From an optimization exercise on the open Yosys and OpenROAD flow, aimed at small area, a short achievable clock period and few clock cycles per item; shortcuts taken in it are not production practice. Only simulation tests tie the RTL to the original design; equivalence was not proved.

## flow/design.v

```verilog
`default_nettype none
package brm_pkg;
   localparam int IN_W      = 16;
   localparam int PRODUCT_W = 32;
   localparam int MAG_W     = 31;
   localparam int CFG_W     = 5;
   localparam logic [CFG_W-1:0] CFG_RESET = 5'd16;
   localparam logic [CFG_W-1:0] MIN_WIDTH = 5'd2;
   localparam int ROUNDS_PER_STAGE = 2;
endpackage
`default_nettype wire
`default_nettype none
module booth_radix2_multiplier_core #(
   parameter int MAX_WIDTH = 16
) (
   input  logic                      clock,
   input  logic                      reset,
   input  logic                          req_valid,
   output logic                          req_ready,
   input  logic [brm_pkg::IN_W-1:0]      req_multiplicand_bits,
   input  logic [brm_pkg::IN_W-1:0]      req_multiplier_bits,
   output logic                          rsp_valid,
   input  logic                          rsp_ready,
   output logic [brm_pkg::PRODUCT_W-1:0] rsp_product_bits,
   output logic                          rsp_negative,
   output logic [brm_pkg::MAG_W-1:0]     rsp_magnitude,
   input  logic                      csr_write_enable,
   input  logic [brm_pkg::CFG_W-1:0] csr_write_data
);
   logic [15:0] wm, wtop;
   logic [31:0] pmask;
   logic [3:0] nm1_ff;
   always_ff @(posedge clock) begin
      if (reset) begin
         nm1_ff <= 4'd15;
      end else if (csr_write_enable) begin
         nm1_ff <= (csr_write_data < 5'd2) ? 4'd1 : (csr_write_data > 5'd16) ? 4'd15 : 4'(csr_write_data - 5'd1);
      end
   end
   always_comb begin
      for (int i = 0; i < 16; i++) begin
         wm[i] = (4'(i) <= nm1_ff);
      end
   end
   assign wtop = wm & ~(wm >> 1);
   always_comb begin
      for (int i = 0; i < 16; i++) begin
         pmask[2*i]   = wm[i];
         pmask[2*i+1] = wm[i];
      end
   end
   logic        en;
   logic        req_sa, req_sb;
   logic [15:0] ax;
   logic [7:0] one;
   logic [7:0] two;
   logic [7:0] neg;
   logic ng;
   logic [15:0] ax_c;
   logic [15:0] bx_c;
   logic [7:0] one_c;
   logic [7:0] two_c;
   logic [7:0] neg_c;
   logic ng_c;
   logic sx_c;
   logic bl_c;
   assign req_sa = |(req_multiplicand_bits & wtop);
   assign req_sb = |(req_multiplier_bits & wtop);
   assign req_ready = en;
   logic        op_v;
   logic [15:0] ax_q;
   logic [7:0] one_q;
   logic [7:0] two_q;
   logic [7:0] neg_q;
   logic ng_q;
   always_ff @(posedge clock) begin
      if (reset) begin
         op_v <= 1'b0;
      end else if (en) begin
         op_v <= req_valid;
      end
   end
   always_ff @(posedge clock) begin
      if (en) begin
         ax_q <= ax_c;
         one_q <= one_c;
         two_q <= two_c;
         neg_q <= neg_c;
         ng_q <= ng_c;
      end
   end
   assign ax = ax_q;
   assign one = one_q;
   assign two = two_q;
   assign neg = neg_q;
   assign ng = ng_q;
   always_comb begin
      for (int j = 0; j < 16; j++) begin
         ax_c[j] = wm[j] ? req_multiplicand_bits[j] : req_sa;
         bx_c[j] = wm[j] ? req_multiplier_bits[j] : req_sb;
      end
      sx_c = req_sa ^ req_sb;
      ng_c = sx_c & (|(req_multiplicand_bits & wm)) & (|(req_multiplier_bits & wm));
      for (int i = 0; i < 8; i++) begin
         bl_c = (i == 0) ? 1'b0 : bx_c[2*i-1];
         one_c[i] = bx_c[2*i] ^ bl_c;
         two_c[i] = (bx_c[2*i+1] & ~bx_c[2*i] & ~bl_c) | (~bx_c[2*i+1] & bx_c[2*i] & bl_c);
         neg_c[i] = bx_c[2*i+1] ^ sx_c;
      end
   end
   wire pp1 = (one[0] & ax[0]) ^ neg[0];
   wire pp2 = ((one[0] & ax[1]) | (two[0] & ax[0])) ^ neg[0];
   wire pp3 = ((one[0] & ax[2]) | (two[0] & ax[1])) ^ neg[0];
   wire pp4 = ((one[0] & ax[3]) | (two[0] & ax[2])) ^ neg[0];
   wire pp5 = ((one[0] & ax[4]) | (two[0] & ax[3])) ^ neg[0];
   wire pp6 = ((one[0] & ax[5]) | (two[0] & ax[4])) ^ neg[0];
   wire pp7 = ((one[0] & ax[6]) | (two[0] & ax[5])) ^ neg[0];
   wire pp8 = ((one[0] & ax[7]) | (two[0] & ax[6])) ^ neg[0];
   wire pp9 = ((one[0] & ax[8]) | (two[0] & ax[7])) ^ neg[0];
   wire pp10 = ((one[0] & ax[9]) | (two[0] & ax[8])) ^ neg[0];
   wire pp11 = ((one[0] & ax[10]) | (two[0] & ax[9])) ^ neg[0];
   wire pp12 = ((one[0] & ax[11]) | (two[0] & ax[10])) ^ neg[0];
   wire pp13 = ((one[0] & ax[12]) | (two[0] & ax[11])) ^ neg[0];
   wire pp14 = ((one[0] & ax[13]) | (two[0] & ax[12])) ^ neg[0];
   wire pp15 = ((one[0] & ax[14]) | (two[0] & ax[13])) ^ neg[0];
   wire pp16 = ((one[0] & ax[15]) | (two[0] & ax[14])) ^ neg[0];
   wire pp17 = ((one[0] & ax[15]) | (two[0] & ax[15])) ^ neg[0];
   wire ns18 = ~pp17;
   wire u19 = one[0] & ax[0];
   wire un20 = u19 | neg[0];
   wire nu21 = ~u19;
   wire nun22 = ~un20;
   wire pp23 = (one[1] & ax[0]) ^ neg[1];
   wire pp24 = ((one[1] & ax[1]) | (two[1] & ax[0])) ^ neg[1];
   wire pp25 = ((one[1] & ax[2]) | (two[1] & ax[1])) ^ neg[1];
   wire pp26 = ((one[1] & ax[3]) | (two[1] & ax[2])) ^ neg[1];
   wire pp27 = ((one[1] & ax[4]) | (two[1] & ax[3])) ^ neg[1];
   wire pp28 = ((one[1] & ax[5]) | (two[1] & ax[4])) ^ neg[1];
   wire pp29 = ((one[1] & ax[6]) | (two[1] & ax[5])) ^ neg[1];
   wire pp30 = ((one[1] & ax[7]) | (two[1] & ax[6])) ^ neg[1];
   wire pp31 = ((one[1] & ax[8]) | (two[1] & ax[7])) ^ neg[1];
   wire pp32 = ((one[1] & ax[9]) | (two[1] & ax[8])) ^ neg[1];
   wire pp33 = ((one[1] & ax[10]) | (two[1] & ax[9])) ^ neg[1];
   wire pp34 = ((one[1] & ax[11]) | (two[1] & ax[10])) ^ neg[1];
   wire pp35 = ((one[1] & ax[12]) | (two[1] & ax[11])) ^ neg[1];
   wire pp36 = ((one[1] & ax[13]) | (two[1] & ax[12])) ^ neg[1];
   wire pp37 = ((one[1] & ax[14]) | (two[1] & ax[13])) ^ neg[1];
   wire pp38 = ((one[1] & ax[15]) | (two[1] & ax[14])) ^ neg[1];
   wire pp39 = ((one[1] & ax[15]) | (two[1] & ax[15])) ^ neg[1];
   wire ns40 = ~pp39;
   wire u41 = one[1] & ax[0];
   wire un42 = u41 | neg[1];
   wire nu43 = ~u41;
   wire nun44 = ~un42;
   wire pp45 = (one[2] & ax[0]) ^ neg[2];
   wire pp46 = ((one[2] & ax[1]) | (two[2] & ax[0])) ^ neg[2];
   wire pp47 = ((one[2] & ax[2]) | (two[2] & ax[1])) ^ neg[2];
   wire pp48 = ((one[2] & ax[3]) | (two[2] & ax[2])) ^ neg[2];
   wire pp49 = ((one[2] & ax[4]) | (two[2] & ax[3])) ^ neg[2];
   wire pp50 = ((one[2] & ax[5]) | (two[2] & ax[4])) ^ neg[2];
   wire pp51 = ((one[2] & ax[6]) | (two[2] & ax[5])) ^ neg[2];
   wire pp52 = ((one[2] & ax[7]) | (two[2] & ax[6])) ^ neg[2];
   wire pp53 = ((one[2] & ax[8]) | (two[2] & ax[7])) ^ neg[2];
   wire pp54 = ((one[2] & ax[9]) | (two[2] & ax[8])) ^ neg[2];
   wire pp55 = ((one[2] & ax[10]) | (two[2] & ax[9])) ^ neg[2];
   wire pp56 = ((one[2] & ax[11]) | (two[2] & ax[10])) ^ neg[2];
   wire pp57 = ((one[2] & ax[12]) | (two[2] & ax[11])) ^ neg[2];
   wire pp58 = ((one[2] & ax[13]) | (two[2] & ax[12])) ^ neg[2];
   wire pp59 = ((one[2] & ax[14]) | (two[2] & ax[13])) ^ neg[2];
   wire pp60 = ((one[2] & ax[15]) | (two[2] & ax[14])) ^ neg[2];
   wire pp61 = ((one[2] & ax[15]) | (two[2] & ax[15])) ^ neg[2];
   wire ns62 = ~pp61;
   wire u63 = one[2] & ax[0];
   wire un64 = u63 | neg[2];
   wire nu65 = ~u63;
   wire nun66 = ~un64;
   wire pp67 = (one[3] & ax[0]) ^ neg[3];
   wire pp68 = ((one[3] & ax[1]) | (two[3] & ax[0])) ^ neg[3];
   wire pp69 = ((one[3] & ax[2]) | (two[3] & ax[1])) ^ neg[3];
   wire pp70 = ((one[3] & ax[3]) | (two[3] & ax[2])) ^ neg[3];
   wire pp71 = ((one[3] & ax[4]) | (two[3] & ax[3])) ^ neg[3];
   wire pp72 = ((one[3] & ax[5]) | (two[3] & ax[4])) ^ neg[3];
   wire pp73 = ((one[3] & ax[6]) | (two[3] & ax[5])) ^ neg[3];
   wire pp74 = ((one[3] & ax[7]) | (two[3] & ax[6])) ^ neg[3];
   wire pp75 = ((one[3] & ax[8]) | (two[3] & ax[7])) ^ neg[3];
   wire pp76 = ((one[3] & ax[9]) | (two[3] & ax[8])) ^ neg[3];
   wire pp77 = ((one[3] & ax[10]) | (two[3] & ax[9])) ^ neg[3];
   wire pp78 = ((one[3] & ax[11]) | (two[3] & ax[10])) ^ neg[3];
   wire pp79 = ((one[3] & ax[12]) | (two[3] & ax[11])) ^ neg[3];
   wire pp80 = ((one[3] & ax[13]) | (two[3] & ax[12])) ^ neg[3];
   wire pp81 = ((one[3] & ax[14]) | (two[3] & ax[13])) ^ neg[3];
   wire pp82 = ((one[3] & ax[15]) | (two[3] & ax[14])) ^ neg[3];
   wire pp83 = ((one[3] & ax[15]) | (two[3] & ax[15])) ^ neg[3];
   wire ns84 = ~pp83;
   wire u85 = one[3] & ax[0];
   wire un86 = u85 | neg[3];
   wire nu87 = ~u85;
   wire nun88 = ~un86;
   wire pp89 = (one[4] & ax[0]) ^ neg[4];
   wire pp90 = ((one[4] & ax[1]) | (two[4] & ax[0])) ^ neg[4];
   wire pp91 = ((one[4] & ax[2]) | (two[4] & ax[1])) ^ neg[4];
   wire pp92 = ((one[4] & ax[3]) | (two[4] & ax[2])) ^ neg[4];
   wire pp93 = ((one[4] & ax[4]) | (two[4] & ax[3])) ^ neg[4];
   wire pp94 = ((one[4] & ax[5]) | (two[4] & ax[4])) ^ neg[4];
   wire pp95 = ((one[4] & ax[6]) | (two[4] & ax[5])) ^ neg[4];
   wire pp96 = ((one[4] & ax[7]) | (two[4] & ax[6])) ^ neg[4];
   wire pp97 = ((one[4] & ax[8]) | (two[4] & ax[7])) ^ neg[4];
   wire pp98 = ((one[4] & ax[9]) | (two[4] & ax[8])) ^ neg[4];
   wire pp99 = ((one[4] & ax[10]) | (two[4] & ax[9])) ^ neg[4];
   wire pp100 = ((one[4] & ax[11]) | (two[4] & ax[10])) ^ neg[4];
   wire pp101 = ((one[4] & ax[12]) | (two[4] & ax[11])) ^ neg[4];
   wire pp102 = ((one[4] & ax[13]) | (two[4] & ax[12])) ^ neg[4];
   wire pp103 = ((one[4] & ax[14]) | (two[4] & ax[13])) ^ neg[4];
   wire pp104 = ((one[4] & ax[15]) | (two[4] & ax[14])) ^ neg[4];
   wire pp105 = ((one[4] & ax[15]) | (two[4] & ax[15])) ^ neg[4];
   wire ns106 = ~pp105;
   wire u107 = one[4] & ax[0];
   wire un108 = u107 | neg[4];
   wire nu109 = ~u107;
   wire nun110 = ~un108;
   wire pp111 = (one[5] & ax[0]) ^ neg[5];
   wire pp112 = ((one[5] & ax[1]) | (two[5] & ax[0])) ^ neg[5];
   wire pp113 = ((one[5] & ax[2]) | (two[5] & ax[1])) ^ neg[5];
   wire pp114 = ((one[5] & ax[3]) | (two[5] & ax[2])) ^ neg[5];
   wire pp115 = ((one[5] & ax[4]) | (two[5] & ax[3])) ^ neg[5];
   wire pp116 = ((one[5] & ax[5]) | (two[5] & ax[4])) ^ neg[5];
   wire pp117 = ((one[5] & ax[6]) | (two[5] & ax[5])) ^ neg[5];
   wire pp118 = ((one[5] & ax[7]) | (two[5] & ax[6])) ^ neg[5];
   wire pp119 = ((one[5] & ax[8]) | (two[5] & ax[7])) ^ neg[5];
   wire pp120 = ((one[5] & ax[9]) | (two[5] & ax[8])) ^ neg[5];
   wire pp121 = ((one[5] & ax[10]) | (two[5] & ax[9])) ^ neg[5];
   wire pp122 = ((one[5] & ax[11]) | (two[5] & ax[10])) ^ neg[5];
   wire pp123 = ((one[5] & ax[12]) | (two[5] & ax[11])) ^ neg[5];
   wire pp124 = ((one[5] & ax[13]) | (two[5] & ax[12])) ^ neg[5];
   wire pp125 = ((one[5] & ax[14]) | (two[5] & ax[13])) ^ neg[5];
   wire pp126 = ((one[5] & ax[15]) | (two[5] & ax[14])) ^ neg[5];
   wire pp127 = ((one[5] & ax[15]) | (two[5] & ax[15])) ^ neg[5];
   wire ns128 = ~pp127;
   wire u129 = one[5] & ax[0];
   wire un130 = u129 | neg[5];
   wire nu131 = ~u129;
   wire nun132 = ~un130;
   wire pp133 = (one[6] & ax[0]) ^ neg[6];
   wire pp134 = ((one[6] & ax[1]) | (two[6] & ax[0])) ^ neg[6];
   wire pp135 = ((one[6] & ax[2]) | (two[6] & ax[1])) ^ neg[6];
   wire pp136 = ((one[6] & ax[3]) | (two[6] & ax[2])) ^ neg[6];
   wire pp137 = ((one[6] & ax[4]) | (two[6] & ax[3])) ^ neg[6];
   wire pp138 = ((one[6] & ax[5]) | (two[6] & ax[4])) ^ neg[6];
   wire pp139 = ((one[6] & ax[6]) | (two[6] & ax[5])) ^ neg[6];
   wire pp140 = ((one[6] & ax[7]) | (two[6] & ax[6])) ^ neg[6];
   wire pp141 = ((one[6] & ax[8]) | (two[6] & ax[7])) ^ neg[6];
   wire pp142 = ((one[6] & ax[9]) | (two[6] & ax[8])) ^ neg[6];
   wire pp143 = ((one[6] & ax[10]) | (two[6] & ax[9])) ^ neg[6];
   wire pp144 = ((one[6] & ax[11]) | (two[6] & ax[10])) ^ neg[6];
   wire pp145 = ((one[6] & ax[12]) | (two[6] & ax[11])) ^ neg[6];
   wire pp146 = ((one[6] & ax[13]) | (two[6] & ax[12])) ^ neg[6];
   wire pp147 = ((one[6] & ax[14]) | (two[6] & ax[13])) ^ neg[6];
   wire pp148 = ((one[6] & ax[15]) | (two[6] & ax[14])) ^ neg[6];
   wire pp149 = ((one[6] & ax[15]) | (two[6] & ax[15])) ^ neg[6];
   wire ns150 = ~pp149;
   wire u151 = one[6] & ax[0];
   wire un152 = u151 | neg[6];
   wire nu153 = ~u151;
   wire nun154 = ~un152;
   wire pp155 = (one[7] & ax[0]) ^ neg[7];
   wire pp156 = ((one[7] & ax[1]) | (two[7] & ax[0])) ^ neg[7];
   wire pp157 = ((one[7] & ax[2]) | (two[7] & ax[1])) ^ neg[7];
   wire pp158 = ((one[7] & ax[3]) | (two[7] & ax[2])) ^ neg[7];
   wire pp159 = ((one[7] & ax[4]) | (two[7] & ax[3])) ^ neg[7];
   wire pp160 = ((one[7] & ax[5]) | (two[7] & ax[4])) ^ neg[7];
   wire pp161 = ((one[7] & ax[6]) | (two[7] & ax[5])) ^ neg[7];
   wire pp162 = ((one[7] & ax[7]) | (two[7] & ax[6])) ^ neg[7];
   wire pp163 = ((one[7] & ax[8]) | (two[7] & ax[7])) ^ neg[7];
   wire pp164 = ((one[7] & ax[9]) | (two[7] & ax[8])) ^ neg[7];
   wire pp165 = ((one[7] & ax[10]) | (two[7] & ax[9])) ^ neg[7];
   wire pp166 = ((one[7] & ax[11]) | (two[7] & ax[10])) ^ neg[7];
   wire pp167 = ((one[7] & ax[12]) | (two[7] & ax[11])) ^ neg[7];
   wire pp168 = ((one[7] & ax[13]) | (two[7] & ax[12])) ^ neg[7];
   wire pp169 = ((one[7] & ax[14]) | (two[7] & ax[13])) ^ neg[7];
   wire pp170 = ((one[7] & ax[15]) | (two[7] & ax[14])) ^ neg[7];
   wire pp171 = ((one[7] & ax[15]) | (two[7] & ax[15])) ^ neg[7];
   wire ns172 = ~pp171;
   wire u173 = one[7] & ax[0];
   wire un174 = u173 | neg[7];
   wire nu175 = ~u173;
   wire nun176 = ~un174;
   wire s177 = pp11 ^ pp31;
   wire c178 = pp11 & pp31;
   wire s179 = pp12 ^ pp32 ^ pp52;
   wire c180 = (pp12 & pp32) | (pp52 & (pp12 ^ pp32));
   wire s181 = pp13 ^ pp33 ^ pp53;
   wire c182 = (pp13 & pp33) | (pp53 & (pp13 ^ pp33));
   wire s183 = pp73 ^ pp93;
   wire c184 = pp73 & pp93;
   wire s185 = pp14 ^ pp34 ^ pp54;
   wire c186 = (pp14 & pp34) | (pp54 & (pp14 ^ pp34));
   wire s187 = pp74 ^ pp94 ^ pp114;
   wire c188 = (pp74 & pp94) | (pp114 & (pp74 ^ pp94));
   wire s189 = pp15 ^ pp35 ^ pp55;
   wire c190 = (pp15 & pp35) | (pp55 & (pp15 ^ pp35));
   wire s191 = pp75 ^ pp95 ^ pp115;
   wire c192 = (pp75 & pp95) | (pp115 & (pp75 ^ pp95));
   wire s193 = pp135 ^ un152;
   wire c194 = pp135 & un152;
   wire s195 = pp16 ^ pp36 ^ pp56;
   wire c196 = (pp16 & pp36) | (pp56 & (pp16 ^ pp36));
   wire s197 = pp76 ^ pp96 ^ pp116;
   wire c198 = (pp76 & pp96) | (pp116 & (pp76 ^ pp96));
   wire s199 = pp136 ^ pp156 ^ nun176;
   wire c200 = (pp136 & pp156) | (nun176 & (pp136 ^ pp156));
   wire s201 = ns18 ^ pp37 ^ pp57;
   wire c202 = (ns18 & pp37) | (pp57 & (ns18 ^ pp37));
   wire s203 = pp77 ^ pp97 ^ pp117;
   wire c204 = (pp77 & pp97) | (pp117 & (pp77 ^ pp97));
   wire s205 = pp137 ^ pp157 ^ un174;
   wire c206 = (pp137 & pp157) | (un174 & (pp137 ^ pp157));
   wire s207 = pp38 ^ pp58 ^ pp78;
   wire c208 = (pp38 & pp58) | (pp78 & (pp38 ^ pp58));
   wire s209 = pp98 ^ pp118 ^ pp138;
   wire c210 = (pp98 & pp118) | (pp138 & (pp98 ^ pp118));
   wire s211 = pp158 ^ 1'b1;
   wire c212 = pp158 & 1'b1;
   wire s213 = ns40 ^ pp59 ^ pp79;
   wire c214 = (ns40 & pp59) | (pp79 & (ns40 ^ pp59));
   wire s215 = pp99 ^ pp119 ^ pp139;
   wire c216 = (pp99 & pp119) | (pp139 & (pp99 ^ pp119));
   wire s217 = pp60 ^ pp80 ^ pp100;
   wire c218 = (pp60 & pp80) | (pp100 & (pp60 ^ pp80));
   wire s219 = pp120 ^ pp140;
   wire c220 = pp120 & pp140;
   wire s221 = ns62 ^ pp81 ^ pp101;
   wire c222 = (ns62 & pp81) | (pp101 & (ns62 ^ pp81));
   wire s223 = pp82 ^ pp102;
   wire c224 = pp82 & pp102;
   wire s225 = pp7 ^ pp27;
   wire c226 = pp7 & pp27;
   wire s227 = pp8 ^ pp28 ^ pp48;
   wire c228 = (pp8 & pp28) | (pp48 & (pp8 ^ pp28));
   wire s229 = pp9 ^ pp29 ^ pp49;
   wire c230 = (pp9 & pp29) | (pp49 & (pp9 ^ pp29));
   wire s231 = pp69 ^ un86;
   wire c232 = pp69 & un86;
   wire s233 = pp10 ^ pp30 ^ pp50;
   wire c234 = (pp10 & pp30) | (pp50 & (pp10 ^ pp30));
   wire s235 = pp70 ^ pp90 ^ nun110;
   wire c236 = (pp70 & pp90) | (nun110 & (pp70 ^ pp90));
   wire s237 = s177 ^ pp51 ^ pp71;
   wire c238 = (s177 & pp51) | (pp71 & (s177 ^ pp51));
   wire s239 = pp91 ^ un108 ^ nu131;
   wire c240 = (pp91 & un108) | (nu131 & (pp91 ^ un108));
   wire s241 = s179 ^ pp72 ^ pp92;
   wire c242 = (s179 & pp72) | (pp92 & (s179 ^ pp72));
   wire s243 = pp112 ^ nun132 ^ c178;
   wire c244 = (pp112 & nun132) | (c178 & (pp112 ^ nun132));
   wire s245 = s181 ^ s183 ^ pp113;
   wire c246 = (s181 & s183) | (pp113 & (s181 ^ s183));
   wire s247 = un130 ^ nu153 ^ c180;
   wire c248 = (un130 & nu153) | (c180 & (un130 ^ nu153));
   wire s249 = s185 ^ s187 ^ pp134;
   wire c250 = (s185 & s187) | (pp134 & (s185 ^ s187));
   wire s251 = nun154 ^ c182 ^ c184;
   wire c252 = (nun154 & c182) | (c184 & (nun154 ^ c182));
   wire s253 = s189 ^ s191 ^ s193;
   wire c254 = (s189 & s191) | (s193 & (s189 ^ s191));
   wire s255 = nu175 ^ c186 ^ c188;
   wire c256 = (nu175 & c186) | (c188 & (nu175 ^ c186));
   wire s257 = s195 ^ s197 ^ s199;
   wire c258 = (s195 & s197) | (s199 & (s195 ^ s197));
   wire s259 = c190 ^ c192 ^ c194;
   wire c260 = (c190 & c192) | (c194 & (c190 ^ c192));
   wire s261 = s201 ^ s203 ^ s205;
   wire c262 = (s201 & s203) | (s205 & (s201 ^ s203));
   wire s263 = c196 ^ c198 ^ c200;
   wire c264 = (c196 & c198) | (c200 & (c196 ^ c198));
   wire s265 = s207 ^ s209 ^ s211;
   wire c266 = (s207 & s209) | (s211 & (s207 ^ s209));
   wire s267 = c202 ^ c204 ^ c206;
   wire c268 = (c202 & c204) | (c206 & (c202 ^ c204));
   wire s269 = s213 ^ s215 ^ pp159;
   wire c270 = (s213 & s215) | (pp159 & (s213 ^ s215));
   wire s271 = c208 ^ c210 ^ c212;
   wire c272 = (c208 & c210) | (c212 & (c208 ^ c210));
   wire s273 = s217 ^ s219 ^ pp160;
   wire c274 = (s217 & s219) | (pp160 & (s217 ^ s219));
   wire s275 = 1'b1 ^ c214 ^ c216;
   wire c276 = (1'b1 & c214) | (c216 & (1'b1 ^ c214));
   wire s277 = s221 ^ pp121 ^ pp141;
   wire c278 = (s221 & pp121) | (pp141 & (s221 ^ pp121));
   wire s279 = pp161 ^ c218 ^ c220;
   wire c280 = (pp161 & c218) | (c220 & (pp161 ^ c218));
   wire s281 = s223 ^ pp122 ^ pp142;
   wire c282 = (s223 & pp122) | (pp142 & (s223 ^ pp122));
   wire s283 = pp162 ^ 1'b1 ^ c222;
   wire c284 = (pp162 & 1'b1) | (c222 & (pp162 ^ 1'b1));
   wire s285 = ns84 ^ pp103 ^ pp123;
   wire c286 = (ns84 & pp103) | (pp123 & (ns84 ^ pp103));
   wire s287 = pp143 ^ pp163 ^ c224;
   wire c288 = (pp143 & pp163) | (c224 & (pp143 ^ pp163));
   wire s289 = pp104 ^ pp124 ^ pp144;
   wire c290 = (pp104 & pp124) | (pp144 & (pp104 ^ pp124));
   wire s291 = pp164 ^ 1'b1;
   wire c292 = pp164 & 1'b1;
   wire s293 = ns106 ^ pp125 ^ pp145;
   wire c294 = (ns106 & pp125) | (pp145 & (ns106 ^ pp125));
   wire s295 = pp126 ^ pp146;
   wire c296 = pp126 & pp146;
   wire s297 = pp5 ^ pp25;
   wire c298 = pp5 & pp25;
   wire s299 = pp6 ^ pp26 ^ pp46;
   wire c300 = (pp6 & pp26) | (pp46 & (pp6 ^ pp26));
   wire s301 = s225 ^ pp47 ^ un64;
   wire c302 = (s225 & pp47) | (un64 & (s225 ^ pp47));
   wire s303 = s227 ^ pp68 ^ nun88;
   wire c304 = (s227 & pp68) | (nun88 & (s227 ^ pp68));
   wire s305 = s229 ^ s231 ^ nu109;
   wire c306 = (s229 & s231) | (nu109 & (s229 ^ s231));
   wire s307 = s233 ^ s235 ^ c230;
   wire c308 = (s233 & s235) | (c230 & (s233 ^ s235));
   wire s309 = s237 ^ s239 ^ c234;
   wire c310 = (s237 & s239) | (c234 & (s237 ^ s239));
   wire s311 = s241 ^ s243 ^ c238;
   wire c312 = (s241 & s243) | (c238 & (s241 ^ s243));
   wire s313 = s245 ^ s247 ^ c242;
   wire c314 = (s245 & s247) | (c242 & (s245 ^ s247));
   wire s315 = s249 ^ s251 ^ c246;
   wire c316 = (s249 & s251) | (c246 & (s249 ^ s251));
   wire s317 = s253 ^ s255 ^ c250;
   wire c318 = (s253 & s255) | (c250 & (s253 ^ s255));
   wire s319 = s257 ^ s259 ^ c254;
   wire c320 = (s257 & s259) | (c254 & (s257 ^ s259));
   wire s321 = s261 ^ s263 ^ c258;
   wire c322 = (s261 & s263) | (c258 & (s261 ^ s263));
   wire s323 = s265 ^ s267 ^ c262;
   wire c324 = (s265 & s267) | (c262 & (s265 ^ s267));
   wire s325 = s269 ^ s271 ^ c266;
   wire c326 = (s269 & s271) | (c266 & (s269 ^ s271));
   wire s327 = s273 ^ s275 ^ c270;
   wire c328 = (s273 & s275) | (c270 & (s273 ^ s275));
   wire s329 = s277 ^ s279 ^ c274;
   wire c330 = (s277 & s279) | (c274 & (s277 ^ s279));
   wire s331 = s281 ^ s283 ^ c278;
   wire c332 = (s281 & s283) | (c278 & (s281 ^ s283));
   wire s333 = s285 ^ s287 ^ c282;
   wire c334 = (s285 & s287) | (c282 & (s285 ^ s287));
   wire s335 = s289 ^ s291 ^ c286;
   wire c336 = (s289 & s291) | (c286 & (s289 ^ s291));
   wire s337 = s293 ^ pp165 ^ c290;
   wire c338 = (s293 & pp165) | (c290 & (s293 ^ pp165));
   wire s339 = s295 ^ pp166 ^ 1'b1;
   wire c340 = (s295 & pp166) | (1'b1 & (s295 ^ pp166));
   wire s341 = ns128 ^ pp147 ^ pp167;
   wire c342 = (ns128 & pp147) | (pp167 & (ns128 ^ pp147));
   wire s343 = pp148 ^ pp168;
   wire c344 = pp148 & pp168;
   wire s345 = pp3 ^ un20;
   wire c346 = pp3 & un20;
   wire s347 = pp4 ^ pp24 ^ nun44;
   wire c348 = (pp4 & pp24) | (nun44 & (pp4 ^ pp24));
   wire s349 = s297 ^ un42 ^ nu65;
   wire c350 = (s297 & un42) | (nu65 & (s297 ^ un42));
   wire s351 = s299 ^ nun66 ^ c298;
   wire c352 = (s299 & nun66) | (c298 & (s299 ^ nun66));
   wire s353 = s301 ^ nu87 ^ c300;
   wire c354 = (s301 & nu87) | (c300 & (s301 ^ nu87));
   wire s355 = s303 ^ c226 ^ c302;
   wire c356 = (s303 & c226) | (c302 & (s303 ^ c226));
   wire s357 = s305 ^ c228 ^ c304;
   wire c358 = (s305 & c228) | (c304 & (s305 ^ c228));
   wire s359 = s307 ^ c232 ^ c306;
   wire c360 = (s307 & c232) | (c306 & (s307 ^ c232));
   wire s361 = s309 ^ c236 ^ c308;
   wire c362 = (s309 & c236) | (c308 & (s309 ^ c236));
   wire s363 = s311 ^ c240 ^ c310;
   wire c364 = (s311 & c240) | (c310 & (s311 ^ c240));
   wire s365 = s313 ^ c244 ^ c312;
   wire c366 = (s313 & c244) | (c312 & (s313 ^ c244));
   wire s367 = s315 ^ c248 ^ c314;
   wire c368 = (s315 & c248) | (c314 & (s315 ^ c248));
   wire s369 = s317 ^ c252 ^ c316;
   wire c370 = (s317 & c252) | (c316 & (s317 ^ c252));
   wire s371 = s319 ^ c256 ^ c318;
   wire c372 = (s319 & c256) | (c318 & (s319 ^ c256));
   wire s373 = s321 ^ c260 ^ c320;
   wire c374 = (s321 & c260) | (c320 & (s321 ^ c260));
   wire s375 = s323 ^ c264 ^ c322;
   wire c376 = (s323 & c264) | (c322 & (s323 ^ c264));
   wire s377 = s325 ^ c268 ^ c324;
   wire c378 = (s325 & c268) | (c324 & (s325 ^ c268));
   wire s379 = s327 ^ c272 ^ c326;
   wire c380 = (s327 & c272) | (c326 & (s327 ^ c272));
   wire s381 = s329 ^ c276 ^ c328;
   wire c382 = (s329 & c276) | (c328 & (s329 ^ c276));
   wire s383 = s331 ^ c280 ^ c330;
   wire c384 = (s331 & c280) | (c330 & (s331 ^ c280));
   wire s385 = s333 ^ c284 ^ c332;
   wire c386 = (s333 & c284) | (c332 & (s333 ^ c284));
   wire s387 = s335 ^ c288 ^ c334;
   wire c388 = (s335 & c288) | (c334 & (s335 ^ c288));
   wire s389 = s337 ^ c292 ^ c336;
   wire c390 = (s337 & c292) | (c336 & (s337 ^ c292));
   wire s391 = s339 ^ c294 ^ c338;
   wire c392 = (s339 & c294) | (c338 & (s339 ^ c294));
   wire s393 = s341 ^ c296 ^ c340;
   wire c394 = (s341 & c296) | (c340 & (s341 ^ c296));
   wire s395 = s343 ^ 1'b1 ^ c342;
   wire c396 = (s343 & 1'b1) | (c342 & (s343 ^ 1'b1));
   wire s397 = ns150 ^ pp169 ^ c344;
   wire c398 = (ns150 & pp169) | (c344 & (ns150 ^ pp169));
   wire s399 = pp170 ^ 1'b1;
   wire c400 = pp170 & 1'b1;
   wire p401 = mid_1 ^ mid_2;
   wire g402 = mid_1 & mid_2;
   wire p403 = mid_3 ^ mid_4;
   wire g404 = mid_3 & mid_4;
   wire p405 = mid_5 ^ mid_6;
   wire g406 = mid_5 & mid_6;
   wire p407 = mid_7 ^ mid_8;
   wire g408 = mid_7 & mid_8;
   wire p409 = mid_9 ^ mid_10;
   wire g410 = mid_9 & mid_10;
   wire p411 = mid_11 ^ mid_12;
   wire g412 = mid_11 & mid_12;
   wire p413 = mid_13 ^ mid_14;
   wire g414 = mid_13 & mid_14;
   wire p415 = mid_15 ^ mid_16;
   wire g416 = mid_15 & mid_16;
   wire p417 = mid_17 ^ mid_18;
   wire g418 = mid_17 & mid_18;
   wire p419 = mid_19 ^ mid_20;
   wire g420 = mid_19 & mid_20;
   wire p421 = mid_21 ^ mid_22;
   wire g422 = mid_21 & mid_22;
   wire p423 = mid_23 ^ mid_24;
   wire g424 = mid_23 & mid_24;
   wire p425 = mid_25 ^ mid_26;
   wire g426 = mid_25 & mid_26;
   wire p427 = mid_27 ^ mid_28;
   wire g428 = mid_27 & mid_28;
   wire p429 = mid_29 ^ mid_30;
   wire g430 = mid_29 & mid_30;
   wire p431 = mid_31 ^ mid_32;
   wire g432 = mid_31 & mid_32;
   wire p433 = mid_33 ^ mid_34;
   wire g434 = mid_33 & mid_34;
   wire p435 = mid_35 ^ mid_36;
   wire g436 = mid_35 & mid_36;
   wire p437 = mid_37 ^ mid_38;
   wire g438 = mid_37 & mid_38;
   wire p439 = mid_39 ^ mid_40;
   wire g440 = mid_39 & mid_40;
   wire p441 = mid_41 ^ mid_42;
   wire g442 = mid_41 & mid_42;
   wire p443 = mid_43 ^ mid_44;
   wire g444 = mid_43 & mid_44;
   wire p445 = mid_45 ^ mid_46;
   wire g446 = mid_45 & mid_46;
   wire p447 = mid_47 ^ mid_48;
   wire g448 = mid_47 & mid_48;
   wire p449 = mid_49 ^ mid_50;
   wire g450 = mid_49 & mid_50;
   wire p451 = mid_51 ^ mid_52;
   wire g452 = mid_51 & mid_52;
   wire p453 = mid_53 ^ mid_54;
   wire g454 = mid_53 & mid_54;
   wire p455 = mid_55 ^ mid_56;
   wire g456 = mid_55 & mid_56;
   wire p457 = mid_57 ^ mid_58;
   wire g458 = mid_57 & mid_58;
   wire p459 = mid_59 ^ mid_60;
   wire g460 = mid_59 & mid_60;
   wire T461 = p401 & mid_0;
   wire G462 = g406 | (p405 & g404);
   wire T463 = p405 & p403;
   wire G464 = g410 | (p409 & g408);
   wire T465 = p409 & p407;
   wire G466 = g414 | (p413 & g412);
   wire T467 = p413 & p411;
   wire G468 = g418 | (p417 & g416);
   wire T469 = p417 & p415;
   wire G470 = g422 | (p421 & g420);
   wire T471 = p421 & p419;
   wire G472 = g426 | (p425 & g424);
   wire T473 = p425 & p423;
   wire G474 = g430 | (p429 & g428);
   wire T475 = p429 & p427;
   wire G476 = g434 | (p433 & g432);
   wire T477 = p433 & p431;
   wire G478 = g438 | (p437 & g436);
   wire T479 = p437 & p435;
   wire G480 = g442 | (p441 & g440);
   wire T481 = p441 & p439;
   wire G482 = g446 | (p445 & g444);
   wire T483 = p445 & p443;
   wire G484 = g450 | (p449 & g448);
   wire T485 = p449 & p447;
   wire G486 = g454 | (p453 & g452);
   wire T487 = p453 & p451;
   wire G488 = g458 | (p457 & g456);
   wire T489 = p457 & p455;
   wire G490 = 1'b1 & g460;
   wire T491 = 1'b1 & p459;
   wire G492 = g404 | (p403 & g402);
   wire T493 = p403 & T461;
   wire G494 = G462 | (T463 & g402);
   wire T495 = T463 & T461;
   wire G496 = g412 | (p411 & G464);
   wire T497 = p411 & T465;
   wire G498 = G466 | (T467 & G464);
   wire T499 = T467 & T465;
   wire G500 = g420 | (p419 & G468);
   wire T501 = p419 & T469;
   wire G502 = G470 | (T471 & G468);
   wire T503 = T471 & T469;
   wire G504 = g428 | (p427 & G472);
   wire T505 = p427 & T473;
   wire G506 = G474 | (T475 & G472);
   wire T507 = T475 & T473;
   wire G508 = g436 | (p435 & G476);
   wire T509 = p435 & T477;
   wire G510 = G478 | (T479 & G476);
   wire T511 = T479 & T477;
   wire G512 = g444 | (p443 & G480);
   wire T513 = p443 & T481;
   wire G514 = G482 | (T483 & G480);
   wire T515 = T483 & T481;
   wire G516 = g452 | (p451 & G484);
   wire T517 = p451 & T485;
   wire G518 = G486 | (T487 & G484);
   wire T519 = T487 & T485;
   wire G520 = g460 | (p459 & G488);
   wire T521 = p459 & T489;
   wire G522 = G490 | (T491 & G488);
   wire T523 = T491 & T489;
   wire G524 = g408 | (p407 & G494);
   wire T525 = p407 & T495;
   wire G526 = G464 | (T465 & G494);
   wire T527 = T465 & T495;
   wire G528 = G496 | (T497 & G494);
   wire T529 = T497 & T495;
   wire G530 = G498 | (T499 & G494);
   wire T531 = T499 & T495;
   wire G532 = g424 | (p423 & G502);
   wire T533 = p423 & T503;
   wire G534 = G472 | (T473 & G502);
   wire T535 = T473 & T503;
   wire G536 = G504 | (T505 & G502);
   wire T537 = T505 & T503;
   wire G538 = G506 | (T507 & G502);
   wire T539 = T507 & T503;
   wire G540 = g440 | (p439 & G510);
   wire T541 = p439 & T511;
   wire G542 = G480 | (T481 & G510);
   wire T543 = T481 & T511;
   wire G544 = G512 | (T513 & G510);
   wire T545 = T513 & T511;
   wire G546 = G514 | (T515 & G510);
   wire T547 = T515 & T511;
   wire G548 = g456 | (p455 & G518);
   wire T549 = p455 & T519;
   wire G550 = G488 | (T489 & G518);
   wire T551 = T489 & T519;
   wire G552 = G520 | (T521 & G518);
   wire T553 = T521 & T519;
   wire G554 = G522 | (T523 & G518);
   wire T555 = T523 & T519;
   wire G556 = g416 | (p415 & G530);
   wire T557 = p415 & T531;
   wire G558 = G468 | (T469 & G530);
   wire T559 = T469 & T531;
   wire G560 = G500 | (T501 & G530);
   wire T561 = T501 & T531;
   wire G562 = G502 | (T503 & G530);
   wire T563 = T503 & T531;
   wire G564 = G532 | (T533 & G530);
   wire T565 = T533 & T531;
   wire G566 = G534 | (T535 & G530);
   wire T567 = T535 & T531;
   wire G568 = G536 | (T537 & G530);
   wire T569 = T537 & T531;
   wire G570 = G538 | (T539 & G530);
   wire T571 = T539 & T531;
   wire G572 = g448 | (p447 & G546);
   wire T573 = p447 & T547;
   wire G574 = G484 | (T485 & G546);
   wire T575 = T485 & T547;
   wire G576 = G516 | (T517 & G546);
   wire T577 = T517 & T547;
   wire G578 = G518 | (T519 & G546);
   wire T579 = T519 & T547;
   wire G580 = G548 | (T549 & G546);
   wire T581 = T549 & T547;
   wire G582 = G550 | (T551 & G546);
   wire T583 = T551 & T547;
   wire G584 = G552 | (T553 & G546);
   wire T585 = T553 & T547;
   wire G586 = G554 | (T555 & G546);
   wire T587 = T555 & T547;
   wire G588 = g432 | (p431 & G570);
   wire T589 = p431 & T571;
   wire G590 = G476 | (T477 & G570);
   wire T591 = T477 & T571;
   wire G592 = G508 | (T509 & G570);
   wire T593 = T509 & T571;
   wire G594 = G510 | (T511 & G570);
   wire T595 = T511 & T571;
   wire G596 = G540 | (T541 & G570);
   wire T597 = T541 & T571;
   wire G598 = G542 | (T543 & G570);
   wire T599 = T543 & T571;
   wire G600 = G544 | (T545 & G570);
   wire T601 = T545 & T571;
   wire G602 = G546 | (T547 & G570);
   wire T603 = T547 & T571;
   wire G604 = G572 | (T573 & G570);
   wire T605 = T573 & T571;
   wire G606 = G574 | (T575 & G570);
   wire T607 = T575 & T571;
   wire G608 = G576 | (T577 & G570);
   wire T609 = T577 & T571;
   wire G610 = G578 | (T579 & G570);
   wire T611 = T579 & T571;
   wire G612 = G580 | (T581 & G570);
   wire T613 = T581 & T571;
   wire G614 = G582 | (T583 & G570);
   wire T615 = T583 & T571;
   wire G616 = G584 | (T585 & G570);
   wire T617 = T585 & T571;
   wire G618 = G586 | (T587 & G570);
   wire T619 = T587 & T571;
   logic mid_v;
   logic mid_0;
   logic mid_1;
   logic mid_2;
   logic mid_3;
   logic mid_4;
   logic mid_5;
   logic mid_6;
   logic mid_7;
   logic mid_8;
   logic mid_9;
   logic mid_10;
   logic mid_11;
   logic mid_12;
   logic mid_13;
   logic mid_14;
   logic mid_15;
   logic mid_16;
   logic mid_17;
   logic mid_18;
   logic mid_19;
   logic mid_20;
   logic mid_21;
   logic mid_22;
   logic mid_23;
   logic mid_24;
   logic mid_25;
   logic mid_26;
   logic mid_27;
   logic mid_28;
   logic mid_29;
   logic mid_30;
   logic mid_31;
   logic mid_32;
   logic mid_33;
   logic mid_34;
   logic mid_35;
   logic mid_36;
   logic mid_37;
   logic mid_38;
   logic mid_39;
   logic mid_40;
   logic mid_41;
   logic mid_42;
   logic mid_43;
   logic mid_44;
   logic mid_45;
   logic mid_46;
   logic mid_47;
   logic mid_48;
   logic mid_49;
   logic mid_50;
   logic mid_51;
   logic mid_52;
   logic mid_53;
   logic mid_54;
   logic mid_55;
   logic mid_56;
   logic mid_57;
   logic mid_58;
   logic mid_59;
   logic mid_60;
   logic mid_61;
   always_ff @(posedge clock) begin
      if (reset) begin
         mid_v <= 1'b0;
      end else if (en) begin
         mid_v <= op_v;
      end
   end
   always_ff @(posedge clock) begin
      if (en) begin
         mid_0 <= nu21;
         mid_1 <= pp2;
         mid_2 <= nun22;
         mid_3 <= s345;
         mid_4 <= nu43;
         mid_5 <= s347;
         mid_6 <= c346;
         mid_7 <= s349;
         mid_8 <= c348;
         mid_9 <= s351;
         mid_10 <= c350;
         mid_11 <= s353;
         mid_12 <= c352;
         mid_13 <= s355;
         mid_14 <= c354;
         mid_15 <= s357;
         mid_16 <= c356;
         mid_17 <= s359;
         mid_18 <= c358;
         mid_19 <= s361;
         mid_20 <= c360;
         mid_21 <= s363;
         mid_22 <= c362;
         mid_23 <= s365;
         mid_24 <= c364;
         mid_25 <= s367;
         mid_26 <= c366;
         mid_27 <= s369;
         mid_28 <= c368;
         mid_29 <= s371;
         mid_30 <= c370;
         mid_31 <= s373;
         mid_32 <= c372;
         mid_33 <= s375;
         mid_34 <= c374;
         mid_35 <= s377;
         mid_36 <= c376;
         mid_37 <= s379;
         mid_38 <= c378;
         mid_39 <= s381;
         mid_40 <= c380;
         mid_41 <= s383;
         mid_42 <= c382;
         mid_43 <= s385;
         mid_44 <= c384;
         mid_45 <= s387;
         mid_46 <= c386;
         mid_47 <= s389;
         mid_48 <= c388;
         mid_49 <= s391;
         mid_50 <= c390;
         mid_51 <= s393;
         mid_52 <= c392;
         mid_53 <= s395;
         mid_54 <= c394;
         mid_55 <= s397;
         mid_56 <= c396;
         mid_57 <= s399;
         mid_58 <= c398;
         mid_59 <= ns172;
         mid_60 <= c400;
         mid_61 <= ng;
      end
   end
   logic [31:0] prod_w;
   logic [30:0] mag_w;
   assign prod_w = {(mid_61 ? ~(1'b1 ^ G616) : (1'b1 ^ (G616 | T617))), (mid_61 ? ~(p459 ^ G614) : (p459 ^ (G614 | T615))), (mid_61 ? ~(p457 ^ G612) : (p457 ^ (G612 | T613))), (mid_61 ? ~(p455 ^ G610) : (p455 ^ (G610 | T611))), (mid_61 ? ~(p453 ^ G608) : (p453 ^ (G608 | T609))), (mid_61 ? ~(p451 ^ G606) : (p451 ^ (G606 | T607))), (mid_61 ? ~(p449 ^ G604) : (p449 ^ (G604 | T605))), (mid_61 ? ~(p447 ^ G602) : (p447 ^ (G602 | T603))), (mid_61 ? ~(p445 ^ G600) : (p445 ^ (G600 | T601))), (mid_61 ? ~(p443 ^ G598) : (p443 ^ (G598 | T599))), (mid_61 ? ~(p441 ^ G596) : (p441 ^ (G596 | T597))), (mid_61 ? ~(p439 ^ G594) : (p439 ^ (G594 | T595))), (mid_61 ? ~(p437 ^ G592) : (p437 ^ (G592 | T593))), (mid_61 ? ~(p435 ^ G590) : (p435 ^ (G590 | T591))), (mid_61 ? ~(p433 ^ G588) : (p433 ^ (G588 | T589))), (mid_61 ? ~(p431 ^ G570) : (p431 ^ (G570 | T571))), (mid_61 ? ~(p429 ^ G568) : (p429 ^ (G568 | T569))), (mid_61 ? ~(p427 ^ G566) : (p427 ^ (G566 | T567))), (mid_61 ? ~(p425 ^ G564) : (p425 ^ (G564 | T565))), (mid_61 ? ~(p423 ^ G562) : (p423 ^ (G562 | T563))), (mid_61 ? ~(p421 ^ G560) : (p421 ^ (G560 | T561))), (mid_61 ? ~(p419 ^ G558) : (p419 ^ (G558 | T559))), (mid_61 ? ~(p417 ^ G556) : (p417 ^ (G556 | T557))), (mid_61 ? ~(p415 ^ G530) : (p415 ^ (G530 | T531))), (mid_61 ? ~(p413 ^ G528) : (p413 ^ (G528 | T529))), (mid_61 ? ~(p411 ^ G526) : (p411 ^ (G526 | T527))), (mid_61 ? ~(p409 ^ G524) : (p409 ^ (G524 | T525))), (mid_61 ? ~(p407 ^ G494) : (p407 ^ (G494 | T495))), (mid_61 ? ~(p405 ^ G492) : (p405 ^ (G492 | T493))), (mid_61 ? ~(p403 ^ g402) : (p403 ^ (g402 | T461))), (mid_61 ? ~(p401 ^ 1'b0) : (p401 ^ (1'b0 | mid_0))), (mid_61 ? ~mid_0 : ~mid_0)} & pmask;
   assign mag_w  = {(p459 ^ (G614 | T615)), (p457 ^ (G612 | T613)), (p455 ^ (G610 | T611)), (p453 ^ (G608 | T609)), (p451 ^ (G606 | T607)), (p449 ^ (G604 | T605)), (p447 ^ (G602 | T603)), (p445 ^ (G600 | T601)), (p443 ^ (G598 | T599)), (p441 ^ (G596 | T597)), (p439 ^ (G594 | T595)), (p437 ^ (G592 | T593)), (p435 ^ (G590 | T591)), (p433 ^ (G588 | T589)), (p431 ^ (G570 | T571)), (p429 ^ (G568 | T569)), (p427 ^ (G566 | T567)), (p425 ^ (G564 | T565)), (p423 ^ (G562 | T563)), (p421 ^ (G560 | T561)), (p419 ^ (G558 | T559)), (p417 ^ (G556 | T557)), (p415 ^ (G530 | T531)), (p413 ^ (G528 | T529)), (p411 ^ (G526 | T527)), (p409 ^ (G524 | T525)), (p407 ^ (G494 | T495)), (p405 ^ (G492 | T493)), (p403 ^ (g402 | T461)), (p401 ^ (1'b0 | mid_0)), ~mid_0};
   logic        out_v;
   logic [31:0] prod_ff;
   logic [29:1] mag_ff;
   logic        neg_ff;
   assign en = !out_v || rsp_ready;
   always_ff @(posedge clock) begin
      if (reset) begin
         out_v <= 1'b0;
      end else if (en) begin
         out_v <= mid_v;
      end
   end
   always_ff @(posedge clock) begin
      if (en) begin
         prod_ff <= prod_w;
         mag_ff  <= mag_w[29:1];
         neg_ff  <= mid_61;
      end
   end
   assign rsp_valid        = out_v;
   assign rsp_product_bits = prod_ff;
   assign rsp_magnitude    = {prod_ff[30] & ~neg_ff, mag_ff, prod_ff[0]};
   assign rsp_negative     = neg_ff;
endmodule
`default_nettype wire
```

## flow/flow/run.sh

```bash
#!/bin/bash
# Layout flow: the standard ORFS flow (standard.sh) with two changes:
#  1. synthesis: the same script, except that Yosys's "synth -run fine:" step
#     gets -noabc, so the quick ABC pass there does not re-encode the adder
#     trees before extract_fa (it leaves fewer inverters around the fa/ha
#     cells); flops, hierarchy flattening and renaming are as in synth_recipe.tcl.
#  2. port buffers are sky130_fd_sc_hd__buf_2 instead of the delay cell that
#     buffer_ports picks by default.
# Each tool's output goes to the ORFS logs under orfs/logs; make's own output
# goes to flow_make.log here.
set -euo pipefail
here=$(pwd)
sed 's|^proc synth {args} { yosys synth -nofsm -noshare {\*}\$args }|proc synth {args} { if {[lsearch -exact $args fine:] >= 0} { lappend args -noabc }; yosys synth -nofsm -noshare {*}$args }|' synth_recipe.tcl > flow_synth.tcl
grep -q -- '-noabc' flow_synth.tcl
sed -e "s|SYNTH_SCRIPT=[^ ]*|SYNTH_SCRIPT=$here/flow_synth.tcl|" \
    -e 's|"\${@:-finish}"|BUFFER_PORTS_ARGS="-buffer_cell sky130_fd_sc_hd__buf_2" "${@:-finish}"|' standard.sh > flow_standard_mod.sh
grep -q flow_synth.tcl flow_standard_mod.sh
bash flow_standard_mod.sh > flow_make.log 2>&1
```

## flow/standard.sh

```bash
#!/bin/bash
# synth_recipe.tcl (not shown) runs the flow's synth.tcl, then flattens the netlist and writes it again
# the make line also repeats each setting of config.mk as NAME=value (left out here)
make -C /OpenROAD-flow-scripts/flow DESIGN_CONFIG=/design/flow/config.mk WORK_HOME=/design/flow/orfs CLKGATE_MAP_FILE= SYNTH_SCRIPT=/design/flow/synth_recipe.tcl "${@:-finish}"
```

## flow/config.mk

```make
export PLATFORM = sky130hd
export DESIGN_NAME = booth_radix2_multiplier_core
export DESIGN_NICKNAME = booth_radix2_multiplier_core
export VERILOG_FILES = /design/flow/design.v
export SDC_FILE = /design/flow/constraint.sdc
export NUM_CORES = 4
export LEC_CHECK = 0
export ABC_CLOCK_PERIOD_IN_PS = 3300
export CAP_MARGIN = 20
export CORE_MARGIN = 2
export CORE_UTILIZATION = 40
export PLACE_DENSITY = 0.6
export SETUP_SLACK_MARGIN = 3.9
export SLEW_MARGIN = 20
```

## flow/constraint.sdc

```tcl
create_clock -name core_clock -period 7.2 [get_ports {clock}]
set_input_delay 1.4400 -clock core_clock [delete_from_list [all_inputs] [get_ports {clock}]]
set_output_delay 1.4400 -clock core_clock [all_outputs]
set_load 0.01 [all_outputs]
```

==> results of run 1 <==
## metal layers
layer  part of all wire, %  vias up  routed length (um)  global-route usage [%]
met5                     0        -                   0                       0
met4                   2.6        0                 990                   7.185
met3                   6.0       54                2268                   3.128
met2                    48      394               18180                   34.11
met1                    43     5190               16470                   28.57
li1                      -     4876                   -                       -
## sequential cells by signal, indices dropped and copies added, names as in the netlist, 4 cells and up
register / flops
ax_q: 16
mag_ff: 29
neg_q: 8
nm1_ff: 4
one_q: 8
prod_ff: 32
two_q: 8
## cell families after synthesis
logic type | share of synthesized area [%]
AO/OA/AOI/OAI | 16.47
XOR/XNOR | 11.77
flip-flops | 36.64
multiplexers | 2.960
adder cells (fa/ha/maj) | 18.48
AND/OR/NAND/NOR | 8.304
buffers and inverters | 5.380
## worst reg2reg max path: cells and delay by family, from the launching register on
family,cells,cell delay [ns]
flops,1,0.45
buf+inv,2,0.30
compound gates,1,0.16
fa+ha+maj,4,1.84
xor+xnor,1,0.23
## per-stage QoR
step,hold WS [ns],std cells
global placement,0.4013,1751
floorplan,0.4003,1288
global route,0.4380,1899
finish,0.4261,1899
CTS,0.4273,1883
detailed placement,0.4045,1751
## layout make-up
type | count | area share (%)
inverter | 71 | 1.619
multi-input combinational | 933 | 49.64
sequential | 172 | 30.94
clock buffer | 18 | 2.606
tap | 455 | 3.457
clock inverter | 14 | 0.8739
timing repair buffer | 236 | 10.86
## final timing paths
kind                                    startpoint                to  slack (ns)  cells after the start
worst min register to register      ng_q$_DFFE_PP_  mid_61$_DFFE_PP_        0.43                      0
worst max register to register  ax_q[11]$_DFFE_PP_  mid_39$_DFFE_PP_        3.97                      8
worst max-delay path                     rsp_ready         req_ready        3.91                      3
worst min-delay path                ng_q$_DFFE_PP_  mid_61$_DFFE_PP_        0.43                      0
## layout by cell type (no fill, tap or decap), types with 8 or more instances in the layout
master       n
buf_12      20
nand3_1     18
a22oi_2      9
a31oi_1      9
fa_1        98
a22oi_1    112
and2_1      11
a211oi_1    13
buf_2      105
ha_1        44
a21o_1      18
edfxtp_1   165
a211o_1      9
and3_1       8
clkbuf_16   17
o21ai_0     38
a21oi_1     68
xor2_1      43
nor3_1      16
nor2_1      57
mux2i_1     22
xnor2_1    142
inv_1       70
o21a_1       8
nand2b_1     9
nand2_1     76
buf_4      107
## timing repair
action | in CTS | in global routing
pin swaps | 1 | 16
cloned | 1 | 0
setup buffers | 99 | 15
resized for setup | 7 | 16
setup endpoints to repair | 28 | 18
==> summary.txt, run 1 <==
Max Cap Viol=0; area leader, netlist=edfxtp_1; DRT antenna net count=0; Syn Std Cell Area=roughly 14000 um^2; Slew @ Worst Pin=between 1 and 1.5 ns; initial antenna violation count=0; top-count cell post-synth=edfxtp_1; Final Cycle Share=between 40% and 50%; share of layout cells above drive strength 1=22.02%; total area of sequential cells=5095 um^2; post-synthesis async set-or-reset flop share=0%; status=complete, no violations; IO Count=108; clock slew at reported path FFs=0.07 ns; Gate Count Post-Synth=around 1300; Via density=5.537; # rows=68; yosys warns=1; worst-path cell chain=buf_8, nand2b_4, buf_6; critical path type=in2out; critical path buffer and inverter count=2; pre-CTS setup slack=3.452 ns; RSZ-0062 raised after global routing=true; GPL Wtd Cong=0.8807; Yosys reg bits=between 150 and 200; final instance area=16470 um^2; first-pass GRT wire length=just under 60000 um; Pre-antenna DRT Iters=5; diode count=0; post-synth top area share=a little over a third; DR vias=approximately 11000; Port Buffer Count=107; drc violations=0; largest stage delay on the critical path=0.17 ns; area taken by multi-input logic gates=8174 um^2; placed inst area=14660 um^2; Hold Path Class=reg2reg; Fillers=3146; WP data arrival=1.85 ns; Slew Limit Fails=0; Avg WL per Cell=19.96 um; register area share after synthesis=~37%; total gr overflow=0; die height=190.5 um; Final WS setup=3.915 ns; core box area=about 34000 um^2; Starting Density=40.46%; count of cell types in the netlist=78; cts hold-fix bufs=0; clock buffer depth=2; root buf cell=clkbuf_16; relative slew slack=31.99%; aggregate global-route resource usage=20.95%; CTS H-Tree Depth=4; Mapped Nets=1476; Final min period=3.285 ns; Avg Inst Size Synth=between 10 and 15 um^2; slowest stage cell, crit path=nand2b_4; setup TNS=0 ns; Die X=190.5 um; Core Util, Final=47.90%; Area contributors post-synth=edfxtp_1 (36%), fa_1 (14%), xnor2_1 (8.9%); drt total wl=37910 um; DP HPWL=26310 um; Crit. End Element=output pin; area delta synth->final=18.40%; Num CTS Buffers=17; vias in the first global route=10030; Fin. Hold Viols=0; worst path required time=5.76 ns; latest clock arrival within the worst-skew pair=about 0.44 ns; CP max FO=2; final clock skew=0.01194 ns; CTS tree=built; Post-synth top flop=edfxtp_1; most frequent cells after synthesis=edfxtp_1 (165), xnor2_1 (142), a22oi_1 (121); nets=1619; crit-path leading delay family=buffers and inverters; CP Launch Type=input port; overall die area=about 36000 um^2; EDFF count, synth=between 150 and 200; 1st-iter DRT viols=908; final setup violation count=0; fmax=just over 300 MHz; Sink Count=172; largest net degree at the start of global routing=137
Testbench counts, summed over its fixed seeds: cycles 8,024, items 8,000.
==> run 2: changes to the inputs <==
--- a/flow/config.mk
+++ b/flow/config.mk
@@ -7,2 +7,3 @@
 export LEC_CHECK = 0
+export ABC_AREA = 1
 export ABC_CLOCK_PERIOD_IN_PS = 3300
==> summary.txt, run 2 <==
most frequent cells after synthesis=nand2_1 (263), inv_1 (202), edfxtp_1 (165) (was edfxtp_1 (165), xnor2_1 (142), a22oi_1 (121)); Fin. Hold Viols=0 (unchanged); Final Cycle Share=48.45% (was 45.63%); Syn Std Cell Area=13720 um^2 (was 13910 um^2); most used cell, CP=buf_6; IO Count=108 (unchanged); Core Util, Final=50.32% (was 47.90%); register area share after synthesis=37.12% (was 36.64%); Fillers=3085 (was 3146); Yosys reg bits=172 (unchanged); Area contributors post-synth=edfxtp_1 (36%), fa_1 (14%), xor2_1 (9.4%) (was edfxtp_1 (36%), fa_1 (14%), xnor2_1 (8.9%)); CP max FO=4 (was 2); total area of sequential cells=5095 um^2 (unchanged); Crit. End Element=output pin (unchanged); Pre-antenna DRT Iters=6 (was 5); Die X=189.2 um (was 190.5 um); Num CTS Buffers=17 (unchanged); DRT antenna net count=0 (unchanged); Avg Inst Size Synth=9.230 um^2 (was 10.80 um^2); Max Cap Viol=0 (unchanged); CTS H-Tree Depth=4 (unchanged); diode count=0 (unchanged); relative slew slack=36.53% (was 31.99%); status=complete, no violations (unchanged); DR vias=11360 (was 10510); drc violations=0 (unchanged); met2 WL=17570 um (was 18180 um); non-filler cells, final=2153 (was 1899); EDFF count, synth=165 (unchanged); CP Launch Type=input port (unchanged); CTS tree=built (unchanged); M1 wire length=17670 um (was 16470 um); setup TNS=0 ns (unchanged); count of cell types in the netlist=49 (was 78); first-pass GRT wire length=60690 um (was 58260 um); Mapped Nets=1675 (was 1476); Via density=5.275 (was 5.537); Avg WL per Cell=18.52 um (was 19.96 um); Slew @ Worst Pin=0.9463 ns (was 1.020 ns); Port Buffer Count=107 (unchanged); yosys warns=1 (unchanged); most frequent cells in the layout=nand2_1 (262), inv_1 (168), edfxtp_1 (165), xor2_1 (139) (was edfxtp_1 (165), xnor2_1 (142), a22oi_1 (112), buf_4 (107), buf_2 (105)); fmax=286.6 MHz (was 304.4 MHz); worst-path cell chain=buf_6, nor2_4, clkinvlp_4, clkbuf_16, buf_6 (was buf_8, nand2b_4, buf_6); largest stage delay on the critical path=0.15 ns (was 0.17 ns); DP HPWL=26430 um (was 26310 um); drt total wl=39870 um (was 37910 um); Slew Limit Fails=0 (unchanged); GPL Wtd Cong=0.9491 (was 0.8807); Post-synth top flop=edfxtp_1 (unchanged); Sink Count=172 (unchanged); clock slew at reported path FFs=0.07 ns (about the same); placed cells=1983 (was 1751); Starting Density=40.73% (was 40.46%); core box area=33700 um^2 (was 34370 um^2); WP data arrival=2.05 ns (was 1.85 ns); DR top layer=met4 (unchanged); worst path required time=5.76 ns (about the same); vias in the first global route=10930 (was 10030); root buf cell=clkbuf_16 (unchanged); Final min period=3.489 ns (was 3.285 ns); 1st-iter DRT viols=1040 (was 908); overall die area=35810 um^2 (was 36280 um^2); latest clock arrival within the worst-skew pair=0.45 ns (was 0.44 ns); clock buffer depth=2 (unchanged); final setup violation count=0 (unchanged); post-synthesis async set-or-reset flop share=0% (unchanged); cts hold-fix bufs=0 (unchanged); post-synth top area share=36.10% (was 35.63%); total gr overflow=0 (unchanged); area delta synth->final=23.57% (was 18.40%); Hold Path Class=reg2reg (unchanged); share of layout cells above drive strength 1=24.52% (was 22.02%); aggregate global-route resource usage=22.08% (was 20.95%); die height=189.2 um (was 190.5 um); nets=1880 (was 1619); initial antenna violation count=0 (unchanged); Top Registers=prod_ff: 32 flops, mag_ff: 29 flops, ax_q: 16 flops (unchanged); slowest stage cell, crit path=clkbuf_16 (was nand2b_4); Gate Count Post-Synth=1487 (was 1288); final clock skew=0.01209 ns (was 0.01194 ns); RSZ-0062 raised after global routing=true (unchanged); max reg flops=32 (unchanged); top-count cell post-synth=nand2_1 (was edfxtp_1); register bank with the most flops=prod_ff (unchanged); area leader, netlist=edfxtp_1 (unchanged); critical path type=in2out (unchanged); area taken by multi-input logic gates=7929 um^2 (was 8174 um^2); commonest non-fill, non-tap cell in the layout=nand2_1 (was edfxtp_1); met3 wire length=3480 um (was 2268 um); placed inst area=14600 um^2 (was 14660 um^2); # rows=67 (was 68); final instance area=16960 um^2 (was 16470 um^2); largest net degree at the start of global routing=85 (was 137)
-- run 2: cell count changes in the layout (fill, tap and decap cells not counted), sizes merged, moves of 22 or more --
cell	before	now
a22oi	121	0
clkinvlp	1	45
inv	75	188
mux2i	23	1
nand2	76	275
nand3	18	87
nor2	57	92
o22ai	2	121
xnor2	143	14
xor2	43	147
-- run 2: per-stage QoR --
step	setup WS (ns)	hold slack, ns
finish	3.711	0.4225
global route	3.680	0.4348
CTS	3.689	0.4168
detailed placement	3.168	0.4083
global placement	3.178	0.4031
floorplan	2.317	0.4003
-- run 2: layout make-up --
class                      instances  share of cell area [%]
multi-input combinational       1035                   46.75
sequential                       172                   30.04
timing repair buffer             236                   10.43
inverter                         218                   5.570
tap                              448                   3.305
clock buffer                      19                   2.553
clock inverter                    13                  0.8263
timing repair inverter            12                  0.5165
-- run 2: kinds of logic (layout without fill, tap and decap cells) --
kind of cell	Yosys count	after routing	synth area share, %
xor gates and xnor gates	161	161	10.27
buffers and inverters	280	498	7.931
adders and majority gates	146	146	18.73
and+or+nand+nor	495	495	15.99
AOI/OAI and AO/OA	232	232	9.882
DFF	172	172	37.12
muxes	1	1	0.07294
-- run 2: repair_timing --
item | 4_1_cts | 5_1_grt
hold endpoints to repair | 0 | 0
pin swaps | 24 | 36
gates resized for setup | 75 | 57
gates cloned | 13 | 3
buffers inserted | 92 | 30
setup endpoints to repair | 29 | 27
-- run 2: metal layers --
| layer | track usage [%] | vias to the layer above |
|---|---|---|
| met5 | 0 | - |
| met4 | 6.828 | 0 |
| met3 | 4.652 | 87 |
| met2 | 34.32 | 563 |
| met1 | 30.98 | 5351 |
| li1 | - | 5355 |
-- run 2: critical path: cells and delay by family --
family        cells  cell delay, ns
buf+inv           4            0.48
simple gates      1            0.12
-- run 2: final timing paths --
check,from,endpoint,slack [ns],cells past startpoint
hold / removal,ng_q$_DFFE_PP_,mid_61$_DFFE_PP_,0.42,0
setup reg to reg,ax_q[5]$_DFFE_PP_,mid_25$_DFFE_PP_,3.78,8
hold reg to reg,ng_q$_DFFE_PP_,mid_61$_DFFE_PP_,0.42,0
setup / recovery,rsp_ready,req_ready,3.71,5

## static timing again, ports no longer ideal
No port has a modelled driver above. Below, the same layouts with a new extraction and two added sets of constraints.
Step 1 sets driving cells, clkbuf_16 on the clock port and buf_2 on the other inputs (assumed; they add their load-dependent delay and slew).
Step 2 adds t to the input delays and takes it off the output delays; t is the mean of the earliest and latest rising clock arrival at the registers after step 1. Input paths then give back, and output paths get back, about the clock's delay inside the block.
a / b / c = no drivers / after step 1 / after step 2; a / b = the first two.
run | t, ns | slack for setup (ns) | worst setup path at the end
run 1 | 0.484 | 3.915 / 3.877 / 3.594 | input to register
run 2 | 0.493 | 3.711 / 3.678 / 3.678 | input to output
After both steps every run listed still meets setup and hold. The setup slack of run 1, which loses most, moves by -0.038 ns with the drivers and by -0.321 ns with both steps.
